Context: an optimization exercise on an open-source flow, tuned for small area, a short achievable clock period and few clock cycles per item. The choices shown serve that exercise and are no tape-out recipe. In this exercise RTL edits were held to simulation tests only and were not proved equivalent to the original. Power is estimated from default activity; no workload was simulated.

[flow/design.v]
`default_nettype none
package mmcs_pkg;
  localparam int DEF_FRAME_DEPTH = 64;
  localparam int SAMPLE_W        = 32;
  localparam int PIXEL_W         = 8;
  localparam int RING_N          = DEF_FRAME_DEPTH + 2;
  localparam int RING_TAP        = RING_N - 3;
  localparam int SLOT_W          = $clog2(RING_N);
  localparam int FRAMES          = 3;
  localparam int CREDITS         = 12;
endpackage
`default_nettype wire
`default_nettype none
module mmcs_ram #(
  parameter int WIDTH = 33,
  parameter int DEPTH = 66
) (
  input  wire logic                  clk,
  input  wire logic                  we,
  input  wire logic [WIDTH-1:0]      wdata,
  output logic [DEPTH-1:0][WIDTH-1:0] q
);
  always_ff @(posedge clk) begin
    q <= {q[DEPTH-2:0], (we ? wdata : q[DEPTH-1])};
  end
endmodule
`default_nettype wire
`default_nettype none
module mmcs_ctrl #(
  parameter int DEPTH = 66,
  parameter int TAP   = 63
) (
  input  wire logic clk,
  input  wire logic rst_n,
  input  wire logic we,         
  input  wire logic clr,        
  output logic      v_tap       
);
  logic [DEPTH-1:0] v;
  always_ff @(posedge clk) begin
    if (!rst_n) begin
      v <= '0;
    end else begin
      for (int i = 1; i < DEPTH; i++) v[i] <= v[i-1];
      v[0]     <= we | v[DEPTH-1];
      v[TAP+1] <= v[TAP] & ~clr;
    end
  end
  assign v_tap = v[TAP];
endmodule
`default_nettype wire
`default_nettype none
module mmcs_dp #(
  parameter int K = 7
) (
  input  wire logic [K+32:0] rin,
  input  wire logic [31:0]   s,
  output logic               qb,
  output logic [K+31:0]      rout
);
  logic [32:0] a;
  logic [33:0] t;
  assign a  = rin[K+32:K];
  assign t  = {1'b0, a} - {2'b0, s};
  assign qb = ~t[33];
  if (K > 0) begin : g_lo
    assign rout = {(qb ? t[31:0] : a[31:0]), rin[K-1:0]};
  end else begin : g_nolo
    assign rout = qb ? t[31:0] : a[31:0];
  end
endmodule
`default_nettype wire
`default_nettype none
module min_max_contrast_stretch
#(
  parameter int FRAME_DEPTH = mmcs_pkg::DEF_FRAME_DEPTH
) (
  input  wire logic                       clk,
  input  wire logic                       rst_n,
  input  wire logic                       in_tvalid,
  output logic                            in_tready,
  input  wire logic signed [mmcs_pkg::SAMPLE_W-1:0] in_tdata,    
  input  wire logic                       in_tlast,    
  output logic                            out_tvalid,
  input  wire logic                       out_tready,
  output logic             [mmcs_pkg::PIXEL_W-1:0]  out_tdata,   
  output logic                            out_tlast,   
  input  wire logic                       cfg_wr_en,
  input  wire logic                       cfg_wr_data  
);
  localparam int RN  = mmcs_pkg::RING_N;
  localparam int TAP = mmcs_pkg::RING_TAP;
  localparam int SW  = mmcs_pkg::SLOT_W;
  localparam int NF  = mmcs_pkg::FRAMES;
  localparam int NFW = $clog2(NF + 1);
  localparam int NC  = mmcs_pkg::CREDITS;
  localparam int NCW = $clog2(NC + 1);
  localparam int OQ  = NC - 1;              
  localparam int OQW = $clog2(OQ);
  logic mode_r;
  always_ff @(posedge clk) begin
    if (!rst_n)         mode_r <= 1'b0;
    else if (cfg_wr_en) mode_r <= cfg_wr_data;
  end
  logic        rdy_r;
  logic [6:0]  fcnt_r;                      
  logic [31:0] ix_r;
  logic        iv_r, ist_r, ifirst_r, ilast_r, itl_r;
  logic acc, st;
  assign in_tready = rdy_r;
  assign acc = in_tvalid & rdy_r;
  assign st  = (fcnt_r != 7'd64);
  logic [6:0] fcnt_nx;
  always_comb begin
    fcnt_nx = fcnt_r;
    if (acc) begin
      if (in_tlast)  fcnt_nx = 7'd0;
      else if (st)   fcnt_nx = fcnt_r + 7'd1;
    end
  end
  always_ff @(posedge clk) begin
    ix_r     <= in_tdata;
    ist_r    <= st;
    ifirst_r <= (fcnt_r == 7'd0);
    ilast_r  <= in_tlast;
    itl_r    <= st & (in_tlast | (fcnt_r == 7'd63));
    if (!rst_n) begin
      iv_r   <= 1'b0;
      fcnt_r <= 7'd0;
    end else begin
      iv_r   <= acc;
      fcnt_r <= fcnt_nx;
    end
  end
  logic wr, close_ev;
  assign wr       = iv_r & ist_r;
  assign close_ev = iv_r & ilast_r;
  logic [31:0] mn_r, mx_r, mn_n, mx_n;
  always_comb begin
    mn_n = mn_r;
    mx_n = mx_r;
    if (wr) begin
      if (ifirst_r || ($signed(ix_r) < $signed(mn_r))) mn_n = ix_r;
      if (ifirst_r || ($signed(ix_r) > $signed(mx_r))) mx_n = ix_r;
    end
  end
  always_ff @(posedge clk) begin
    mn_r <= mn_n;
    mx_r <= mx_n;
  end
  logic [RN-1:0][32:0] ring;
  mmcs_ram #(.WIDTH(33), .DEPTH(RN)) u_ring (
    .clk   (clk),
    .we    (wr),
    .wdata ({itl_r, ix_r}),
    .q     (ring)
  );
  logic launch, v_tap, t_tap;
  logic [31:0] x_tap;
  assign x_tap = ring[TAP][31:0];
  assign t_tap = ring[TAP][32];
  mmcs_ctrl #(.DEPTH(RN), .TAP(TAP)) u_valid (
    .clk   (clk),
    .rst_n (rst_n),
    .we    (wr),
    .clr   (launch),
    .v_tap (v_tap)
  );
  logic [SW-1:0] e_r;
  always_ff @(posedge clk) begin
    if (!rst_n)                      e_r <= '0;
    else if (e_r == SW'(RN - 1))     e_r <= '0;
    else                             e_r <= e_r + SW'(1);
  end
  logic [NF-1:0][31:0] fq_mn, fq_mx;
  logic [NFW-1:0]      fq_cnt;              
  logic [NFW-1:0]      nf_r;                
  logic [$clog2(NF)-1:0] fq_rp, fq_wp;
  logic [31:0]         mnH, mxH;
  logic                pop;
  assign mnH = fq_mn[fq_rp];
  assign mxH = fq_mx[fq_rp];
  assign pop = launch & t_tap;
  always_ff @(posedge clk) begin
    if (close_ev) begin
      fq_mn[fq_wp] <= mn_n;
      fq_mx[fq_wp] <= mx_n;
    end
  end
  logic acc_first;
  assign acc_first = acc & (fcnt_r == 7'd0);
  always_ff @(posedge clk) begin
    if (!rst_n) begin
      fq_cnt <= '0;
      nf_r   <= '0;
      fq_rp  <= '0;
      fq_wp  <= '0;
    end else begin
      fq_cnt <= fq_cnt + NFW'(close_ev) - NFW'(pop);
      nf_r   <= nf_r + NFW'(acc_first) - NFW'(pop);
      if (close_ev) fq_wp <= (fq_wp == ($clog2(NF))'(NF - 1)) ? '0 : fq_wp + 1'b1;
      if (pop)      fq_rp <= (fq_rp == ($clog2(NF))'(NF - 1)) ? '0 : fq_rp + 1'b1;
    end
  end
  logic          sync_r, sync_nx;
  logic [SW-1:0] hb_r;
  logic [NCW-1:0] ocnt_r;
  logic          here, at_hb, credit;
  assign at_hb  = (e_r == hb_r);
  assign here   = v_tap & (sync_r | at_hb);
  assign credit = (ocnt_r < NCW'(NC));
  assign launch = here & (fq_cnt != '0) & credit;
  always_comb begin
    if (sync_r) sync_nx = ~(v_tap & ~launch);
    else        sync_nx = at_hb & launch;
  end
  always_ff @(posedge clk) begin
    if (!rst_n) begin
      sync_r <= 1'b1;
    end else begin
      sync_r <= sync_nx;
    end
    if (sync_r && v_tap && !launch) hb_r <= e_r;
  end
  logic [SW-1:0] np1_r;                     
  logic          acc_store, cont_ok, free_z, rdy_nx;
  logic [NFW-1:0] nf_nx;
  assign acc_store = acc & st;
  assign free_z    = ~v_tap | launch;
  assign cont_ok   = acc_store | (e_r == np1_r);
  assign nf_nx     = nf_r + NFW'(acc_first) - NFW'(pop);
  always_comb begin
    if (fcnt_nx == 7'd64)     rdy_nx = 1'b1;
    else if (fcnt_nx == 7'd0) rdy_nx = free_z & (sync_nx | cont_ok) & (nf_nx < NFW'(NF));
    else                      rdy_nx = free_z & cont_ok;
  end
  always_ff @(posedge clk) begin
    if (!rst_n) rdy_r <= 1'b0;
    else        rdy_r <= rdy_nx;
    if (acc_store) np1_r <= e_r;
  end
  logic [31:0] d1, s1;
  logic        v1, l1, z1;
  always_ff @(posedge clk) begin
    d1 <= x_tap - mnH;
    s1 <= mxH - mnH;
    z1 <= (mxH == mnH);
    l1 <= t_tap;
  end
  logic [39:0] n2;
  logic [31:0] s2;
  logic        v2, l2, z2;
  always_ff @(posedge clk) begin
    n2 <= {d1, 8'd0} - {8'd0, d1};
    s2 <= s1;
    z2 <= z1;
    l2 <= l1;
  end
  logic [39:0] r7;   logic [38:0] r6;   logic [37:0] r5;   logic [36:0] r4;
  logic [35:0] r3;   logic [34:0] r2;   logic [33:0] r1;   logic [32:0] r0;
  logic [38:0] r7n;  logic [37:0] r6n;  logic [36:0] r5n;  logic [35:0] r4n;
  logic [34:0] r3n;  logic [33:0] r2n;  logic [32:0] r1n;
  logic [31:0] sd [7:0];
  logic [7:0]  vd, ld, zd;
  logic [7:0]  qd [7:0];
  logic [7:0]  qb;
  assign r7 = n2;
  mmcs_dp #(.K(7)) u_d7 (.rin(r7), .s(s2),    .qb(qb[7]), .rout(r7n));
  always_ff @(posedge clk) begin
    r6 <= r7n; sd[6] <= s2; zd[6] <= z2; ld[6] <= l2; qd[6] <= {7'd0, qb[7]};
  end
  mmcs_dp #(.K(6)) u_d6 (.rin(r6), .s(sd[6]), .qb(qb[6]), .rout(r6n));
  always_ff @(posedge clk) begin
    r5 <= r6n; sd[5] <= sd[6]; zd[5] <= zd[6]; ld[5] <= ld[6]; qd[5] <= {qd[6][6:0], qb[6]};
  end
  mmcs_dp #(.K(5)) u_d5 (.rin(r5), .s(sd[5]), .qb(qb[5]), .rout(r5n));
  always_ff @(posedge clk) begin
    r4 <= r5n; sd[4] <= sd[5]; zd[4] <= zd[5]; ld[4] <= ld[5]; qd[4] <= {qd[5][6:0], qb[5]};
  end
  mmcs_dp #(.K(4)) u_d4 (.rin(r4), .s(sd[4]), .qb(qb[4]), .rout(r4n));
  always_ff @(posedge clk) begin
    r3 <= r4n; sd[3] <= sd[4]; zd[3] <= zd[4]; ld[3] <= ld[4]; qd[3] <= {qd[4][6:0], qb[4]};
  end
  mmcs_dp #(.K(3)) u_d3 (.rin(r3), .s(sd[3]), .qb(qb[3]), .rout(r3n));
  always_ff @(posedge clk) begin
    r2 <= r3n; sd[2] <= sd[3]; zd[2] <= zd[3]; ld[2] <= ld[3]; qd[2] <= {qd[3][6:0], qb[3]};
  end
  mmcs_dp #(.K(2)) u_d2 (.rin(r2), .s(sd[2]), .qb(qb[2]), .rout(r2n));
  always_ff @(posedge clk) begin
    r1 <= r2n; sd[1] <= sd[2]; zd[1] <= zd[2]; ld[1] <= ld[2]; qd[1] <= {qd[2][6:0], qb[2]};
  end
  mmcs_dp #(.K(1)) u_d1 (.rin(r1), .s(sd[1]), .qb(qb[1]), .rout(r1n));
  always_ff @(posedge clk) begin
    r0 <= r1n; sd[0] <= sd[1]; zd[0] <= zd[1]; ld[0] <= ld[1]; qd[0] <= {qd[1][6:0], qb[1]};
  end
  logic        q0b, nz0;
  logic [7:0]  qf;
  logic        nzf, zf, lf;
  assign q0b = ({1'b0, r0} >= {2'b0, sd[0]});
  assign nz0 = q0b ? (r0 != {1'b0, sd[0]}) : (r0 != 33'd0);
  always_ff @(posedge clk) begin
    qf  <= {qd[0][6:0], q0b};
    nzf <= nz0;
    zf  <= zd[0];
    lf  <= ld[0];
  end
  logic vf;
  always_ff @(posedge clk) begin
    if (!rst_n) begin
      v1 <= 1'b0; v2 <= 1'b0; vd[6:0] <= '0; vf <= 1'b0;
    end else begin
      v1 <= launch;
      v2 <= v1;
      vd[6] <= v2;
      for (int i = 0; i < 6; i++) vd[i] <= vd[i+1];
      vf <= vd[0];
    end
  end
  logic [7:0] pix;
  always_comb begin
    if (zf)          pix = 8'h00;
    else if (mode_r) pix = ~((qf ^ 8'h80) + {7'd0, ~qf[7] & nzf});
    else             pix = qf;
  end
  logic       ov_r, ol_r;
  logic [7:0] od_r;
  logic [OQ-1:0][8:0] oq;
  logic [OQW-1:0] oq_rp, oq_wp;
  logic [OQW:0]   oq_cnt;
  logic xfer, take, direct, oq_pop, oq_push;
  assign out_tvalid = ov_r;
  assign out_tdata  = od_r;
  assign out_tlast  = ol_r;
  assign xfer    = ov_r & out_tready;
  assign take    = ~ov_r | out_tready;
  assign oq_pop  = take & (oq_cnt != '0);
  assign direct  = take & (oq_cnt == '0);
  assign oq_push = vf & ~direct;
  always_ff @(posedge clk) begin
    if (oq_pop) begin
      od_r <= oq[oq_rp][7:0];
      ol_r <= oq[oq_rp][8];
    end else if (direct) begin
      od_r <= pix;
      ol_r <= lf;
    end
    if (oq_push) oq[oq_wp] <= {lf, pix};
  end
  always_ff @(posedge clk) begin
    if (!rst_n) begin
      ov_r   <= 1'b0;
      oq_rp  <= '0;
      oq_wp  <= '0;
      oq_cnt <= '0;
      ocnt_r <= '0;
    end else begin
      if (take) ov_r <= (oq_cnt != '0) | vf;
      if (oq_pop)  oq_rp <= (oq_rp == OQW'(OQ - 1)) ? '0 : oq_rp + 1'b1;
      if (oq_push) oq_wp <= (oq_wp == OQW'(OQ - 1)) ? '0 : oq_wp + 1'b1;
      oq_cnt <= oq_cnt + (OQW+1)'(oq_push) - (OQW+1)'(oq_pop);
      ocnt_r <= ocnt_r + NCW'(launch) - NCW'(xfer);
    end
  end
endmodule
`default_nettype wire
[flow/run.sh]
#!/bin/bash
# synth_recipe.tcl (not shown) runs the flow's synth.tcl, then flattens the netlist and writes it again
# the make line also repeats each setting of config.mk as NAME=value (left out here)
make -C /OpenROAD-flow-scripts/flow DESIGN_CONFIG=/design/flow/config.mk WORK_HOME=/design/flow/orfs CLKGATE_MAP_FILE= SYNTH_SCRIPT=/design/flow/synth_recipe.tcl finish
[flow/config.mk]
export PLATFORM = sky130hd
export DESIGN_NAME = min_max_contrast_stretch
export DESIGN_NICKNAME = min_max_contrast_stretch
export VERILOG_FILES = /design/flow/design.v
export SDC_FILE = /design/flow/constraint.sdc
export NUM_CORES = 4
export LEC_CHECK = 0
export CAP_MARGIN = 20
export CORE_MARGIN = 2
export CORE_UTILIZATION = 40
export SLEW_MARGIN = 20
[flow/constraint.sdc]
create_clock -name core_clock -period 6.0 [get_ports {clk}]
set_input_delay 1.2000 -clock core_clock [delete_from_list [all_inputs] [get_ports {clk}]]
set_output_delay 1.2000 -clock core_clock [all_outputs]
set_load 0.01 [all_outputs]
==> out/metrics.yaml <==
period_needed_ns: 4.91
num_vias: 54500
setup_viol: 0
synth_cells: 7917
syn2layout_area_growth_pct: 15.2
status: "complete, no violations"
cts.sinks: 3379
drtPass1Iterations: 6
synth_area_leaders: "dfxtp_1 61%, edfxtp_1 9.4%, ha_1 5.4%"
hold_class: "flip-flop to flip-flop"
hpwl_um: 112000
fin_hold_ws_ns: 0.266
r2r_start: "fq_rp[0]$_SDFFE_PN0P_"
clock_skew_ns: 0.0898
final_area_mm2: 0.116
required_ns: 6.79
yosysTopAreaCellShare_pct: 61.1
crit_slowest_cell: "buf_4"
cts_max_path_buffers: 4
nets: 8651
routed_wl_um: 172000
synth_fp_nets: 8403
grt_pass1_vias: 55200
crit_type: "flip-flop to flip-flop"
dieArea_mm2: 0.255
yosysTopAreaCell: "dfxtp_1"
dpl_worst_slack_ns: 1.14
slew_headroom_pct: 24.5
hold_buffers: 0
path_delay_family: "compound AO/OA/AOI/OAI gates"
finalMaxSlewViolations: 0
dpl-instance-area_mm2: 0.105
fmax_mhz: 203
rows: 184
p_leak_nw: 48.4
vias_per_cell: 4.64
reg2reg_slack_ns: 1.09
dp.cells: 11200
hold_viol: 0
dieHeight_um: 505
yosys_warnings: 7
path_cells: "buf_4, mux2i_1, nor2_1, a21oi_1, ha_1, and3_1, and3_1, nand4_1, nor2_1, a221o_1, o221a_2, a31o_2, or4b_1, a31oi_1, xnor2_1"
critPathCaptureType: "flip-flop"
worstSkewPairLatency_ns: 0.95
detail-route-antenna-nets: 0
grt_pass1_wl_um: 282000
cts_root_buffer: "clkbuf_16"
path_buf_inv: 1
critical_path.max_fanout: 39
io-pin-count: 50
postLayoutSetupSlackWorst_ns: 1.09
cts_tree: "done"
port_buffers: 49
crit_path_start_kind: "flip-flop"
r2r-end: "s1[30]$_DFF_P_"
synth_area_mm2: 0.100
synthTopCellsByCount: "3065 x dfxtp_1, 717 x inv_1, 436 x ha_1, 344 x nand2_1, 341 x a21oi_1"
hold_path_end: "u_ring.q[513]$_DFF_P_"
cp.arrival_ns: 5.71
final_cells: 11800
whs_path_depth: 0
rsz0062_at_grt: "no"
postCtsResizedCells: 0
grt_use_total_pct: 13.3
post-cts-setup-buffer-count: 0
finalSetupTns_ns: 0
ys_types: 88
start_util_pct: 40.1
cts_buffers: 328
antenna_found_initial: 13
fp.dieW_um: 505
grt_max_degree: 106
worst_r2r_path_depth: 15
fin_crit_sh_pct: 81.9
post-synth-top-count-cell: "dfxtp_1"
ys_ff_latch: 3379
ctsHtreeMaxLevel: 5
synthArstFlopShare_pct: 0
synth_edf_count: 314
ys.flop_type: "dfxtp_1"
clk_pin_slew_worst_paths_ns: 0.06
cap_violations: 0
power_density_mw_per_mm2: 483
gp_congestion: 0.877
hold_start: "u_ring.q[480]$_DFF_P_"
core_area_mm2: 0.250
drt-wirelength-per-cell_um: 14.6
tightestPinTransition_ns: 1.12
route.detailed.drc: 0
ys_seq_area_share_pct: 70.4
avgSynthCellArea_um2: 12.7
peakVddDrop_mv: 0.325
slowest_delay_ns: 0.72
grt-ovfl-total: 0
drtIter0Drc: 3044
drive_gt1_share_pct: 9.42
state kept, by name, summed over array words and instances (netlist names), 28 cells and up:
register / cells
r2: 35
r0: 33
s2: 32
n2: 40
r1: 34
s1: 32
ix_r: 32
r6: 39
r5: 38
d1: 32
u_ring.q: 2178
oq: 99
r3: 36
mx_r: 32
r4: 37
sd: 224
u_valid.v: 66
fq_mx: 96
mn_r: 32
fq_mn: 96
qd: 28
report_power, final:
group	total (mW)	leakage (nW)	internal [mW]	switching, mW
clock	20.1	5.37	12.0	8.07
combinational	10.2	15.4	4.61	5.64
sequential	25.5	27.7	24.6	0.922
per-layer routing:
metal	part of all wire [%]	vias to the layer above	routed length, µm	GRT usage, %
li1	-	27300	-	-
met1	47	25600	81500	17.9
met2	44	1178	76500	21.2
met3	4.9	376	8380	2.70
met4	3.3	0	5640	5.28
met5	0	-	0	0
cells in the final DEF, fill, tap and decap left out, drive strengths merged, types with 125 or more instances in the layout:
master / instances
mux2: 125
clkbuf: 456
edfxtp: 314
o21ai: 325
xnor2: 197
dfxtp: 3065
a21o: 144
inv: 734
a21oi: 371
nand2: 344
ha: 436
o22ai: 209
mux2i: 127
nor2: 324
kinds of logic after synthesis:
kind of cell             share of synthesized area, %
flip-flops                                       70.4
AO/OA/AOI/OAI                                    9.22
AND/OR/NAND/NOR                                  5.67
buffers and inverters                            3.36
adder cells (fa/ha/maj)                          5.65
XOR/XNOR                                         2.61
multiplexers                                     3.07
cell type report:
class | count | area [µm²]
Clock inverter | 113 | 1150
Tap cell | 3348 | 4190
Timing Repair Buffer | 84 | 771
Clock buffer | 456 | 9650
Sequential cell | 3379 | 70800
Antenna cell | 5 | 12.5
Inverter | 718 | 2700
Fill cell | 22400 | 135000
Multi-Input combinational cell | 3654 | 26500
per-stage QoR:
step	total power [mW]	utilization (%)
after floorplan	33.8	-
after global placement	35.8	41.9
after detailed placement	36.1	41.9
after CTS	56.4	46.2
after global routing	58.9	46.2
final	55.9	46.2
worst max path at each step:
stage,slack [ns],endpoint,cells past startpoint,from
final,1.09,s1[30]$_DFF_P_,15,fq_rp[0]$_SDFFE_PN0P_
after global routing,0.84,s1[30]$_DFF_P_,15,fq_rp[0]$_SDFFE_PN0P_
after CTS,1.09,s1[30]$_DFF_P_,15,fq_rp[0]$_SDFFE_PN0P_
after detailed placement,1.14,s1[30]$_DFF_P_,15,fq_rp[0]$_SDFFE_PN0P_
after global placement,1.13,s1[30]$_DFF_P_,15,fq_rp[0]$_SDFFE_PN0P_
after floorplan,0.76,fq_cnt[1]$_SDFF_PN0_,6,iv_r$_SDFF_PN0_
Testbench counts, summed over its fixed seeds: cycles 5,886, items 4,574.

re-timing with driven ports:
Ports are ideal in the flow. The routed layout listed here was re-timed in OpenROAD.
Step 1: set_driving_cell puts a clkbuf_16 on clk and a buf_2 on each other input, an assumption about the parent block.
Step 2 also shifts input and output timing later by t, the mid clock arrival at the registers, as if the neighbouring blocks saw the same clock.
Slacks: no drivers / after step 1 / after step 2; pairs: no drivers / after step 1.
t, ns: 0.981
setup WS [ns]: 1.086 / 1.086 / 1.086
worst setup path after step 2: register to register
worst slew at a driven data input, ns: 0.04
pins driven straight from the clock port: 1
After both steps setup and hold are still met in this run. For this run, drivers alone change the setup slack by 0.000 ns; drivers and shift together by 0.000 ns.
